Background: an optimization exercise with open tools, aiming at small area and few clock cycles per item. Do not read the settings as production practice. In this exercise RTL edits were held to simulation tests only and were not proved equivalent to the original.

// complex_mult_stream
module complex_mult_stream
#(
  parameter int DIN_W  = cmplx_pkg::DIN_W_DEF,
  parameter int DOUT_W = cmplx_pkg::DOUT_W_DEF,
  parameter int SHIFT  = cmplx_pkg::SHIFT_DEF,
  parameter int TAG_W  = cmplx_pkg::TAG_W_DEF
) (
  input  logic                     i_clk,
  input  logic                     i_rst,
  input  logic                     i_valid,
  output logic                     o_ready,
  input  logic signed [DIN_W-1:0]  i_real_h,
  input  logic signed [DIN_W-1:0]  i_imag_h,
  input  logic signed [DIN_W-1:0]  i_real_y,
  input  logic signed [DIN_W-1:0]  i_imag_y,
  input  logic                     i_conj,
  input  logic [TAG_W-1:0]         i_tag,
  output logic                     o_valid,
  input  logic                     i_ready,
  output logic signed [DOUT_W-1:0] o_real,
  output logic signed [DOUT_W-1:0] o_imag,
  output logic [TAG_W-1:0]         o_tag,
  output logic                     o_ovf
);
For scale: roughly 45 flip-flops, about 120 I/O pins, roughly 24000 sq um of cells after synthesis.
clock: 7.5 ns
lec_check: 0
abc_area: 1
cap_margin: 20
core_margin: 2
core_utilization: 60
place_density: 0.75
slew_margin: 20
synth_hierarchical: 1
standard.sh (not shown) runs the stock make flow with config.mk's settings and CLKGATE_MAP_FILE= SYNTH_SCRIPT=/design/flow/synth_recipe.tcl, a recipe that flattens the netlist after the stock synthesis.
==> flow/flow/run.sh <==
#!/bin/bash
# The standard layout (standard.sh), except that the port buffers that
# buffer_ports inserts are buf_1 cells rather than the resizer's default pick.
set -o pipefail
export BUFFER_PORTS_ARGS="-buffer_cell sky130_fd_sc_hd__buf_1"
bash standard.sh > standard.log 2>&1
Testbench counts at the start, summed over its fixed seeds: cycles 4,808, items 4,800.
Edit:
- CORE_UTILIZATION: 60 -> 62
- PLACE_DENSITY: 0.75 -> 0.78
The changed run produced a clean layout.
First-iteration DRC count went down by 7.0%.
Critical path depth went down by 1.
Worst setup slack degrades by 0.080 ns.
Global-route usage went up by 2.4 points.
Hold slack improves by 0.033 ns.
Cell count went up by 0.55%.
Die area went down by 3.2%.
Synthesized area does not change.
Routed wire length went up by 3.1%.
Utilization went up by 2.3 points.
Edit:
==> flow/flow/run.sh (replaced) <==
#!/bin/bash
# The standard layout (standard.sh), except that the port buffers that
# buffer_ports inserts are buf_2 cells rather than the resizer's default pick.
set -o pipefail
export BUFFER_PORTS_ARGS="-buffer_cell sky130_fd_sc_hd__buf_2"
bash standard.sh > standard.log 2>&1
- CAP_MARGIN: 20 -> 5
- CORE_UTILIZATION: 62 -> 60
- PLACE_DENSITY: 0.78 -> 0.75
- SLEW_MARGIN: 20 -> 5
Effect: First-iteration DRC count grows by 6.8%. Maximum frequency grows by 1.9%. Critical path depth grows by 1. Cell area barely changes.
Edit:
- CAP_MARGIN: 5 -> 20
- CORE_UTILIZATION: 60 -> 55
- PLACE_DENSITY: 0.75 -> 0.7
- SLEW_MARGIN: 5 -> 20
Outcome:
- The new run ran to the end with no violations
- via count fell by 0.75%
- synthesized cell count is unchanged
- sequential share of layout area hardly moves
Edit:
==> flow/flow/run.sh (replaced) <==
#!/bin/bash
# The standard layout (standard.sh), except that the port buffers that
# buffer_ports inserts are buf_1 cells rather than the resizer's default pick.
set -o pipefail
export BUFFER_PORTS_ARGS="-buffer_cell sky130_fd_sc_hd__buf_1"
bash standard.sh > standard.log 2>&1
- CORE_UTILIZATION: 55 -> 60
First-iteration DRC count increases by 1.7%.
Wire length stays flat.
Cell area decreases by 0.99%.
Cell count decreases by 2.0%.
Synthesized area is unchanged.

---

complex_mult_stream again, from the RTL that the note above started with.
==> flow/config.mk <==
export PLATFORM = sky130hd
export DESIGN_NAME = complex_mult_stream
export DESIGN_NICKNAME = complex_mult_stream
export VERILOG_FILES = /design/flow/design.v
export SDC_FILE = /design/flow/constraint.sdc
export NUM_CORES = 4
export LEC_CHECK = 0
export ABC_AREA = 1
export CAP_MARGIN = 20
export CORE_MARGIN = 2
export CORE_UTILIZATION = 60
export PLACE_DENSITY = 0.75
export SLEW_MARGIN = 20
export SYNTH_HIERARCHICAL = 1
==> flow/constraint.sdc <==
create_clock -name core_clock -period 7.5 [get_ports {i_clk}]
set_input_delay 1.5000 -clock core_clock [delete_from_list [all_inputs] [get_ports {i_clk}]]
set_output_delay 1.5000 -clock core_clock [all_outputs]
set_load 0.01 [all_outputs]
==> flow/flow/run.sh <==
#!/bin/bash
# The standard layout (standard.sh), except that the port buffers that
# buffer_ports inserts are buf_2 cells rather than the resizer's default pick.
set -o pipefail
export BUFFER_PORTS_ARGS="-buffer_cell sky130_fd_sc_hd__buf_2"
bash standard.sh > standard.log 2>&1
The starting point ran to the end with no violations.
Testbench counts at the start, summed over its fixed seeds: cycles 4,808, items 4,800.
Edit:
==> flow/run.sh (new file) <==
#!/bin/bash
# synth_recipe.tcl (not shown) runs the flow's synth.tcl, then flattens the netlist and writes it again
# the make line also repeats each setting of config.mk as NAME=value (left out here)
make -C /OpenROAD-flow-scripts/flow DESIGN_CONFIG=/design/flow/config.mk WORK_HOME=/design/flow/orfs CLKGATE_MAP_FILE= SYNTH_SCRIPT=/design/flow/synth_recipe.tcl finish
removed: flow/flow/run.sh
removed: flow/standard.sh
Result:
- routed wire length rises by about 4%
- clock skew came out lower by 0.0033 ns
- critical path depth increases by 2
- final area rose by 4.9%

## what the ideal ports hide
No port has a modelled driver above. Below, the same layouts with a new extraction and two added sets of constraints. Step 1: set_driving_cell puts a clkbuf_16 on i_clk and a buf_2 on each other input, an assumption about the parent block. Step 2 moves the port delays by t, midway between the first and last clock arrival at a register: inputs arrive t later, outputs are due t later. That takes back most of the time a late clock gives input paths. a / b / c = ideal ports / drivers / drivers and shift; a / b = the first two.
run	t, ns	setup slack, ns	worst data-port slew with drivers (ns)
the first run of note 1	0.381	0.229 / 0.224 / -0.157	0.09
the second run of note 1	0.369	0.148 / 0.174 / -0.196	0.13
the third run of note 1	0.381	0.284 / 0.281 / -0.100	0.19
the fourth run of note 1	0.390	0.135 / 0.176 / -0.213	0.19
the fifth run of note 1	0.397	0.253 / 0.191 / -0.206	0.19
the first run of note 2	0.381	0.284 / 0.281 / -0.100	0.19
the second run of note 2	0.386	0.189 / 0.223 / -0.163	0.08
Met with ideal ports but missed after step 2: setup timing in every run listed. For the fifth run of note 1, which loses most, drivers alone change the setup slack by -0.062 ns; drivers and shift together by -0.459 ns.
